This is an optimization exercise on Yosys and OpenROAD, whose aim is small area, not a production implementation.
Function was checked by simulation only, so behaviour that the tests miss may differ from the original.
The flow treats the clock pin as an ideal source, which a real chip does not have.
Power and IR drop assume default switching activity.

Setup of job 3318:
## fifo_ctl_top
module fifo_ctl_top
(
    input  logic        clk,
    input  logic        rst,
    input  logic [63:0] i_rx_data,           
    input  logic        i_rx_valid,
    output logic [31:0] o_tx_data,
    output logic [1:0]  o_tx_tag,            
    output logic [1:0]  o_tx_ctx,
    output logic        o_tx_valid,
    input  logic        i_tx_ready
);
==> flow/config.mk <==
export PLATFORM = sky130hd
export DESIGN_NAME = fifo_ctl_top
export DESIGN_NICKNAME = fifo_ctl_top
export VERILOG_FILES = /design/flow/design.v
export SDC_FILE = /design/flow/constraint.sdc
export NUM_CORES = 4
export LEC_CHECK = 0
export CAP_MARGIN = 0
export CORE_MARGIN = 2
export CORE_UTILIZATION = 55
export CTS_BUF_LIST = sky130_fd_sc_hd__clkbuf_16
export CTS_CLUSTER_DIAMETER = 100
export CTS_CLUSTER_SIZE = 30
export SLEW_MARGIN = 0
==> flow/constraint.sdc <==
create_clock -name core_clock -period 4.0 [get_ports {clk}]
set_input_delay 0.8000 -clock core_clock [delete_from_list [all_inputs] [get_ports {clk}]]
set_output_delay 0.8000 -clock core_clock [all_outputs]
set_load 0.01 [all_outputs]
standard.sh (not shown) runs the stock make flow with config.mk's settings and CLKGATE_MAP_FILE= SYNTH_SCRIPT=/design/flow/synth_recipe.tcl, a recipe that flattens the netlist after the stock synthesis.
==> flow/flow/run.sh <==
#!/bin/bash
# Standard layout with these changes: the port buffers are buf_2 cells instead of
# the default delay buffer; the resizer may use every buffer size; power recovery
# downsizes gates off the critical paths after global routing; and a hook after
# global routing repairs any slew, capacitance or setup violations that left.
# Every tool's output goes to its own log in this folder.
set -o pipefail
F="$(pwd)/flow"
export BUFFER_PORTS_ARGS="-buffer_cell sky130_fd_sc_hd__buf_2"
export RECOVER_POWER=100
export PRE_FLOORPLAN_TCL="$F/opt_config.tcl"
export PRE_GLOBAL_PLACE_TCL="$F/opt_config.tcl"
export PRE_RESIZE_TCL="$F/opt_config.tcl"
export PRE_CTS_TCL="$F/opt_config.tcl"
export PRE_GLOBAL_ROUTE_TCL="$F/opt_config.tcl"
export POST_GLOBAL_ROUTE_TCL="$F/post_grt.tcl"
bash standard.sh > standard.log 2>&1
==> flow/flow/opt_config.tcl <==
# Let the resizer choose among all buffer sizes, not only a pruned few
set_opt_config -disable_buffer_pruning
==> flow/flow/post_grt.tcl <==
# Runs at the end of global routing, after power recovery has downsized gates off the
# critical paths: fix any slew, capacitance or setup violations the downsizing left,
# then route the changed nets again and rewrite the route guides.
puts "post_grt: repair after power recovery"
log_cmd estimate_parasitics -global_routing
log_cmd global_route -start_incremental
log_cmd repair_design -slew_margin 10 -cap_margin 10 -match_cell_footprint -verbose
log_cmd detailed_placement
log_cmd global_route -end_incremental -congestion_report_file $::env(REPORTS_DIR)/congestion_post_grt_hook1.rpt
log_cmd estimate_parasitics -global_routing
log_cmd global_route -start_incremental
log_cmd repair_timing -setup -setup_margin 0.1 -repair_tns 100 -match_cell_footprint -verbose
log_cmd detailed_placement
log_cmd global_route -end_incremental -congestion_report_file $::env(REPORTS_DIR)/congestion_post_grt_hook2.rpt
log_cmd estimate_parasitics -global_routing
report_tns
report_wns
log_cmd write_guides $::env(RESULTS_DIR)/route.guide
Job 3318 did not make it past floorplan, where a tool error ended it.
Input-level comparison between job 6956 and job 3318:
==> flow/flow/run.sh <==
#!/bin/bash
# Standard layout, with the port buffers made from buf_2 cells instead of the
# default delay buffer. Every tool's output goes to its own log in this folder.
set -o pipefail
cp standard.sh standard_sh_copy.txt
export BUFFER_PORTS_ARGS="-buffer_cell sky130_fd_sc_hd__buf_2"
bash standard.sh > standard.log 2>&1
removed: flow/flow/opt_config.tcl
removed: flow/flow/post_grt.tcl
Findings:
- Job 6956: all stages complete, timing, DRC and antenna checks passed
- Tool error STA-0560 stopped job 3318 during floorplan; no final results.
Setup changes, job 6956 to job 6003
==> flow/run.sh (new file) <==
#!/bin/bash
# synth_recipe.tcl (not shown) runs the flow's synth.tcl, then flattens the netlist and writes it again
# the make line also repeats each setting of config.mk as NAME=value (left out here)
make -C /OpenROAD-flow-scripts/flow DESIGN_CONFIG=/design/flow/config.mk WORK_HOME=/design/flow/orfs CLKGATE_MAP_FILE= SYNTH_SCRIPT=/design/flow/synth_recipe.tcl finish
removed: flow/flow/run.sh
removed: flow/standard.sh
Findings:
On per-cell routed wire length, job 6003 and job 6956 are basically level. For the sum of routed wire segments on met1, job 6003 came in 3.3% higher than job 6956 did. In job 6003, the area growth from synthesis to layout came out 3.0 points above the value in job 6956. Job 6003: slack of the critical path 0.019 ns above job 6956. [job 6003 vs job 6956] post-route fraction of the period consumed by the critical path: lower in job 6003. Sort job 6003 and job 6956 by final-stage net count, descending, and job 6003 comes first. There was hardly any difference in sequential cell area between job 6956 and job 6003.
## Diff of input files: job 6445 against job 6003
==> flow/flow/run.sh (new file) <==
#!/bin/bash
# Standard layout with three changes: the port buffers are buf_2 cells instead of
# the default delay buffer; power recovery downsizes gates off the critical paths
# after global routing; and a hook after global routing repairs any slew,
# capacitance or setup violations that left. Every tool's output goes to its own
# log in this folder.
set -o pipefail
export BUFFER_PORTS_ARGS="-buffer_cell sky130_fd_sc_hd__buf_2"
export RECOVER_POWER=100
export POST_GLOBAL_ROUTE_TCL="$(pwd)/flow/post_grt.tcl"
bash standard.sh > standard.log 2>&1
==> flow/flow/post_grt.tcl (new file) <==
# Runs at the end of global routing, after power recovery has downsized gates off the
# critical paths: fix any slew, capacitance or setup violations the downsizing left,
# then route the changed nets again and rewrite the route guides.
puts "post_grt: repair after power recovery"
log_cmd estimate_parasitics -global_routing
log_cmd global_route -start_incremental
log_cmd repair_design -slew_margin 10 -cap_margin 10 -match_cell_footprint -verbose
log_cmd detailed_placement
log_cmd global_route -end_incremental -congestion_report_file $::env(REPORTS_DIR)/congestion_post_grt_hook1.rpt
log_cmd estimate_parasitics -global_routing
log_cmd global_route -start_incremental
log_cmd repair_timing -setup -setup_margin 0.1 -repair_tns 100 -match_cell_footprint -verbose
log_cmd detailed_placement
log_cmd global_route -end_incremental -congestion_report_file $::env(REPORTS_DIR)/congestion_post_grt_hook2.rpt
log_cmd estimate_parasitics -global_routing
report_tns
report_wns
log_cmd write_guides $::env(RESULTS_DIR)/route.guide
==> flow/standard.sh (new file) <==
#!/bin/bash
# synth_recipe.tcl (not shown) runs the flow's synth.tcl, then flattens the netlist and writes it again
# the make line also repeats each setting of config.mk as NAME=value (left out here)
make -C /OpenROAD-flow-scripts/flow DESIGN_CONFIG=/design/flow/config.mk WORK_HOME=/design/flow/orfs CLKGATE_MAP_FILE= SYNTH_SCRIPT=/design/flow/synth_recipe.tcl "${@:-finish}"
removed: flow/run.sh
==> comparison <==
- Sort job 6003 and job 6445 by power density over the cells, descending, and job 6445 comes first.
- In the reports for job 6003 and job 6445, the smaller total length of routed wires belongs to job 6445.
- Changes observed in job 6445 relative to job 6003: number of nets in the layout shows a reduction of 1.6%, post-route fraction of the period consumed by the critical path has remained practically unchanged.
- In the final reports, the cell area of job 6445 is smaller than that of job 6003.
- Job 6003 -> job 6445: per-instance average area after synthesis delta 0, exact match
- Taking job 6003 over job 6445, the clock tree buffer count of the final layout ratio works out to 1.10.
- Comparing sum of met3 wire segment lengths after detailed routing for job 6003 and job 6445, the smaller number came from job 6003.
- The core of job 6445 is less densely filled than that of job 6003.
- Number of DRC markers in iteration 0 (job 6445 / job 6003): 0.903
- The run showing the greater all-layer global routing usage is job 6003.
Here is what was changed in the inputs of job 1039 compared with job 6445.
- CTS_BUF_LIST changed from sky130_fd_sc_hd__clkbuf_16 to sky130_fd_sc_hd__clkbuf_8
- CTS_CLUSTER_SIZE changed from 30 to 20
- CTS_CLUSTER_DIAMETER changed from 100 to 60
## What came out
- On share of the final layout cell area in multi-input gates, job 1039 and job 6445 are neck and neck.
- For job 6445, the capturing element of the worst setup path was resp_mem[12][9], unlike job 1039, where it was resp_mem[12][5].
- Wire length deteriorates in job 1039 relative to job 6445.
- Taking job 6445 as the reference, in job 1039 final critical delay including setup and external delays neither gained nor lost much; global-route usage over all layers moved up; setup slack neither gained nor lost much; total power increased about 1.7%.
- Job 1039 did not stop at any stage, and its layout met the timing, design-rule and antenna checks.
- In the reports for job 1039 and job 6445, the smaller arrival time at the worst endpoint belongs to job 6445.
- On register-to-register slack, job 1039 and job 6445 are neck and neck.


The RTL this note starts from:
==> flow/design.v <==
`timescale 1ns/100ps
module fifo_ctl_top
(
    input  logic        clk,
    input  logic        rst,
    input  logic [63:0] i_rx_data,           
    input  logic        i_rx_valid,
    output logic [31:0] o_tx_data,
    output logic [1:0]  o_tx_tag,            
    output logic [1:0]  o_tx_ctx,
    output logic        o_tx_valid,
    input  logic        i_tx_ready
);
    logic        magic_ok;
    logic        is_loop;
    logic        is_cmd;
    logic [15:0] cmd_addr;
    logic [15:0] cmd_mask;
    logic [15:0] cmd_value;
    logic [2:0]  off;
    logic        rw_hit;
    logic        ro_hit;
    logic        do_read;
    logic        do_write;
    assign magic_ok  = i_rx_valid && (i_rx_data[7:0] == 8'h77);
    assign is_loop   = magic_ok && (i_rx_data[9:8] == 2'b10);
    assign is_cmd    = magic_ok && (i_rx_data[9:8] == 2'b11);
    assign cmd_addr  = i_rx_data[31:16];
    assign cmd_mask  = {i_rx_data[39:32], i_rx_data[47:40]};
    assign cmd_value = {i_rx_data[55:48], i_rx_data[63:56]};
    assign off       = cmd_addr[2:0];
    assign rw_hit    = cmd_addr[15] && (cmd_addr[14:3] == 12'd0) && (off != 3'd7);
    assign ro_hit    = !cmd_addr[15] && (cmd_addr[14:4] == 11'd0) && (cmd_addr[3:0] != 4'hf);
    assign do_read   = is_cmd && i_rx_data[12];
    assign do_write  = is_cmd && i_rx_data[13] && rw_hit;
    logic [7:0]  rw_b [0:7];
    logic [15:0] send_count;
    logic        send_en;
    logic        do_count;
    logic        resp_afull;
    assign send_count = {rw_b[5], rw_b[4]};
    assign send_en    = rw_b[2][0];
    assign do_count   = !do_read && !do_write && !resp_afull && send_en &&
                        (send_count != 16'h0000);
    logic [15:0] count_dec;
    assign count_dec = send_count - 16'd1;
    logic [7:0] v_par [0:1];
    logic [7:0] m_par [0:1];
    logic [7:0] touch;
    assign v_par[0] = off[0] ? cmd_value[15:8] : cmd_value[7:0];
    assign v_par[1] = off[0] ? cmd_value[7:0]  : cmd_value[15:8];
    assign m_par[0] = off[0] ? cmd_mask[15:8]  : cmd_mask[7:0];
    assign m_par[1] = off[0] ? cmd_mask[7:0]   : cmd_mask[15:8];
    always_comb
        for (int b = 0; b < 8; b++)
            touch[b] = do_write && ((b < 7 && off == 3'(b)) || (b > 0 && off == 3'(b - 1)));
    always_ff @(posedge clk)
    begin
        for (int b = 0; b < 8; b++)
            for (int j = 0; j < 8; j++)
            begin
                if (rst)
                    rw_b[b][j] <= (b == 0) ? 1'((8'hcd >> j) & 1) :
                                  (b == 1) ? 1'((8'hef >> j) & 1) : 1'b0;
                else if (touch[b] && m_par[b % 2][j])
                    rw_b[b][j] <= v_par[b % 2][j];
                else if (do_count && (b == 4 || b == 5))
                    rw_b[b][j] <= count_dec[(b - 4) * 8 + j];
            end
    end
    logic [15:0] rw_rd;          
    logic [19:0] resp_in;
    always_comb
    begin
        logic [7:0] ev;
        logic [7:0] od;
        ev = rw_b[{off[2:1] + 2'(off[0]), 1'b0}];
        od = rw_b[{off[2:1], 1'b1}];
        rw_rd = off[0] ? {od, ev} : {ev, od};
    end
    always_comb
    begin
        if (do_read)
            resp_in = rw_hit ? {1'b1, off, rw_rd} : {3'b000, ro_hit, cmd_addr};
        else
            resp_in = {4'b1111, send_count};
    end
    function automatic logic [15:0] ro_data(input logic hit, input logic [3:0] a);
        logic [127:0] img;
        logic [7:0]   lo;
        logic [7:0]   hi;
        img = 128'hc0ffee01_0005_0201_00000010_0000_ab89;
        lo  = img[{a, 3'b000} +: 8];
        hi  = img[{a + 4'd1, 3'b000} +: 8];
        if (hit)
            ro_data = {lo, hi};
        else
            ro_data = 16'h0000;
    endfunction
    logic [33:0] loop_mem [0:15];
    logic [19:0] resp_mem [0:15];
    logic [4:0]  loop_wp, loop_rp, resp_wp, resp_rp;
    logic [4:0]  loop_wp_nx, loop_rp_nx, resp_wp_nx, resp_rp_nx;
    logic [4:0]  resp_cnt_nx;                
    logic        loop_ne, resp_ne;           
    logic        loop_full, resp_full;       
    logic        resp_af;                    
    logic        loop_wr, resp_wr;
    logic        loop_pop, resp_pop;
    logic        load_ok;
    assign resp_afull = resp_af;
    assign load_ok  = !o_tx_valid || i_tx_ready;
    assign loop_pop = load_ok && loop_ne;
    assign resp_pop = load_ok && !loop_ne && resp_ne;
    assign loop_wr = !rst && is_loop && (!loop_full || loop_pop);
    assign resp_wr = !rst && (do_read || do_count) && (!resp_full || resp_pop);
    assign loop_wp_nx  = loop_wp + 5'(loop_wr);
    assign loop_rp_nx  = loop_rp + 5'(loop_pop);
    assign resp_wp_nx  = resp_wp + 5'(resp_wr);
    assign resp_rp_nx  = resp_rp + 5'(resp_pop);
    assign resp_cnt_nx = resp_wp - resp_rp_nx;
    always_ff @(posedge clk)
    begin
        if (rst)
        begin
            loop_wp   <= '0;
            loop_rp   <= '0;
            loop_ne   <= 1'b0;
            loop_full <= 1'b0;
            resp_wp   <= '0;
            resp_rp   <= '0;
            resp_ne   <= 1'b0;
            resp_full <= 1'b0;
            resp_af   <= 1'b0;
        end
        else
        begin
            loop_wp   <= loop_wp_nx;
            loop_rp   <= loop_rp_nx;
            loop_ne   <= (loop_wp != loop_rp_nx);
            loop_full <= ((loop_wp_nx ^ loop_rp_nx) == 5'b10000);
            resp_wp   <= resp_wp_nx;
            resp_rp   <= resp_rp_nx;
            resp_ne   <= (resp_wp != resp_rp_nx);
            resp_full <= ((resp_wp_nx ^ resp_rp_nx) == 5'b10000);
            resp_af   <= (resp_cnt_nx >= 5'd12);
        end
    end
    always_ff @(posedge clk)
    begin
        if (loop_wr)
            loop_mem[loop_wp[3:0]] <= {i_rx_data[11:10], i_rx_data[63:32]};
        if (resp_wr)
            resp_mem[resp_wp[3:0]] <= resp_in;
    end
    logic [33:0] loop_head;
    logic [19:0] resp_head;
    logic [31:0] resp_word;
    always_comb
    begin
        loop_head = '0;
        resp_head = '0;
        for (int i = 0; i < 16; i++)
        begin
            loop_head = loop_head | ({34{loop_ne && loop_rp[3:0] == 4'(i)}} & loop_mem[i]);
            resp_head = resp_head | ({20{!loop_ne && resp_rp[3:0] == 4'(i)}} & resp_mem[i]);
        end
    end
    always_comb
    begin
        if (!resp_head[19])
            resp_word = {resp_head[15:0], ro_data(resp_head[16], resp_head[3:0])};
        else if (resp_head[18:16] == 3'd7)
            resp_word = {16'hfffe, resp_head[15:0]};
        else
            resp_word = {13'h1000, resp_head[18:16], resp_head[15:0]};
    end
    logic tag_resp;
    always_ff @(posedge clk)
    begin
        if (rst)
            o_tx_valid <= 1'b0;
        else if (load_ok)
            o_tx_valid <= loop_pop || resp_pop;
    end
    always_ff @(posedge clk)
    begin
        if (loop_pop || resp_pop)
        begin
            o_tx_data <= loop_head[31:0] | resp_word;
            o_tx_ctx  <= loop_head[33:32];
            tag_resp  <= !loop_ne;
        end
    end
    assign o_tx_tag = {1'b1, tag_resp};
endmodule
Settings: LEC_CHECK=0, CAP_MARGIN=0, CORE_MARGIN=2, CORE_UTILIZATION=55, CTS_BUF_LIST=sky130_fd_sc_hd__clkbuf_16, CTS_CLUSTER_DIAMETER=100, CTS_CLUSTER_SIZE=30, SLEW_MARGIN=0; clock period 4.0 ns.
==> flow/flow/run.sh <==
#!/bin/bash
# Standard layout with three changes: the port buffers are buf_2 cells instead of
# the default delay buffer; power recovery downsizes gates off the critical paths
# after global routing; and a hook after global routing repairs any slew,
# capacitance or setup violations that left. Every tool's output goes to its own
# log in this folder.
set -o pipefail
export BUFFER_PORTS_ARGS="-buffer_cell sky130_fd_sc_hd__buf_2"
export RECOVER_POWER=100
export POST_GLOBAL_ROUTE_TCL="$(pwd)/flow/post_grt.tcl"
bash standard.sh > standard.log 2>&1
==> flow/flow/post_grt.tcl <==
# Runs at the end of global routing, after power recovery has downsized gates off the
# critical paths: downsize once more, then fix any slew, capacitance or setup violations the downsizing left,
# then route the changed nets again and rewrite the route guides.
puts "post_grt: a second power recovery pass, then repair"
log_cmd estimate_parasitics -global_routing
log_cmd global_route -start_incremental
log_cmd repair_timing -recover_power 100 -match_cell_footprint -verbose
log_cmd repair_design -slew_margin 10 -cap_margin 10 -match_cell_footprint -verbose
log_cmd detailed_placement
log_cmd global_route -end_incremental -congestion_report_file $::env(REPORTS_DIR)/congestion_post_grt_hook1.rpt
log_cmd estimate_parasitics -global_routing
log_cmd global_route -start_incremental
log_cmd repair_timing -setup -setup_margin 0.1 -repair_tns 100 -match_cell_footprint -verbose
log_cmd detailed_placement
log_cmd global_route -end_incremental -congestion_report_file $::env(REPORTS_DIR)/congestion_post_grt_hook2.rpt
log_cmd estimate_parasitics -global_routing
report_tns
report_wns
log_cmd write_guides $::env(RESULTS_DIR)/route.guide
The first run produced a clean layout.
==> next run, changes <==
--- a/flow/config.mk
+++ b/flow/config.mk
@@ -8,5 +8,5 @@
 export CAP_MARGIN = 0
 export CORE_MARGIN = 2
-export CORE_UTILIZATION = 55
+export CORE_UTILIZATION = 40
 export CTS_BUF_LIST = sky130_fd_sc_hd__clkbuf_16
 export CTS_CLUSTER_DIAMETER = 100
Effect: The changed run finished with timing, DRC and antenna clean; power rises slightly; sequential power hardly moves; wire length goes up slightly; global-route usage goes down by 8.6 points; synthesized area does not change; worst setup slack degrades by 0.035 ns; count of clock-buffer cells in the layout grows by 1.

## what the ideal ports hide
The results above use ideal ports. As a check the final layouts listed here were re-extracted and re-timed, cells and wires unchanged.
Step 1, drivers: a clkbuf_16 drives clk and a buf_2 each remaining input, both assumed.
Step 2 adds t to the input delays and takes it off the output delays; t is the mean of the earliest and latest rising clock arrival at the registers after step 1. Input paths then give back, and output paths get back, about the clock's delay inside the block.
Slacks: ideal / step 1 / step 2; pairs: ideal / step 1.
run | shift t [ns] | slack for setup (ns) | worst data-port slew with drivers (ns) | cell pins on the clock port's net
job 6956 | 0.675 | 0.245 / 0.245 / 0.068 | 0.06 | 1
job 6003 | 0.673 | 0.263 / 0.263 / -0.158 | 0.07 | 1
job 6445 | 0.675 | 0.259 / 0.259 / -0.306 | 0.06 | 1
job 1039 | 0.748 | 0.261 / 0.261 / -0.398 | 0.07 | 1
the first run of note 2 | 0.689 | 0.254 / 0.254 / -0.276 | 0.07 | 1
the second run of note 2 | 0.681 | 0.219 / 0.219 / -0.201 | 0.16 | 1
Met with ideal ports but missed after step 2: setup timing in 5 of these runs. For job 1039, which loses most, drivers alone change the setup slack by 0.000 ns; drivers and shift together by -0.659 ns.
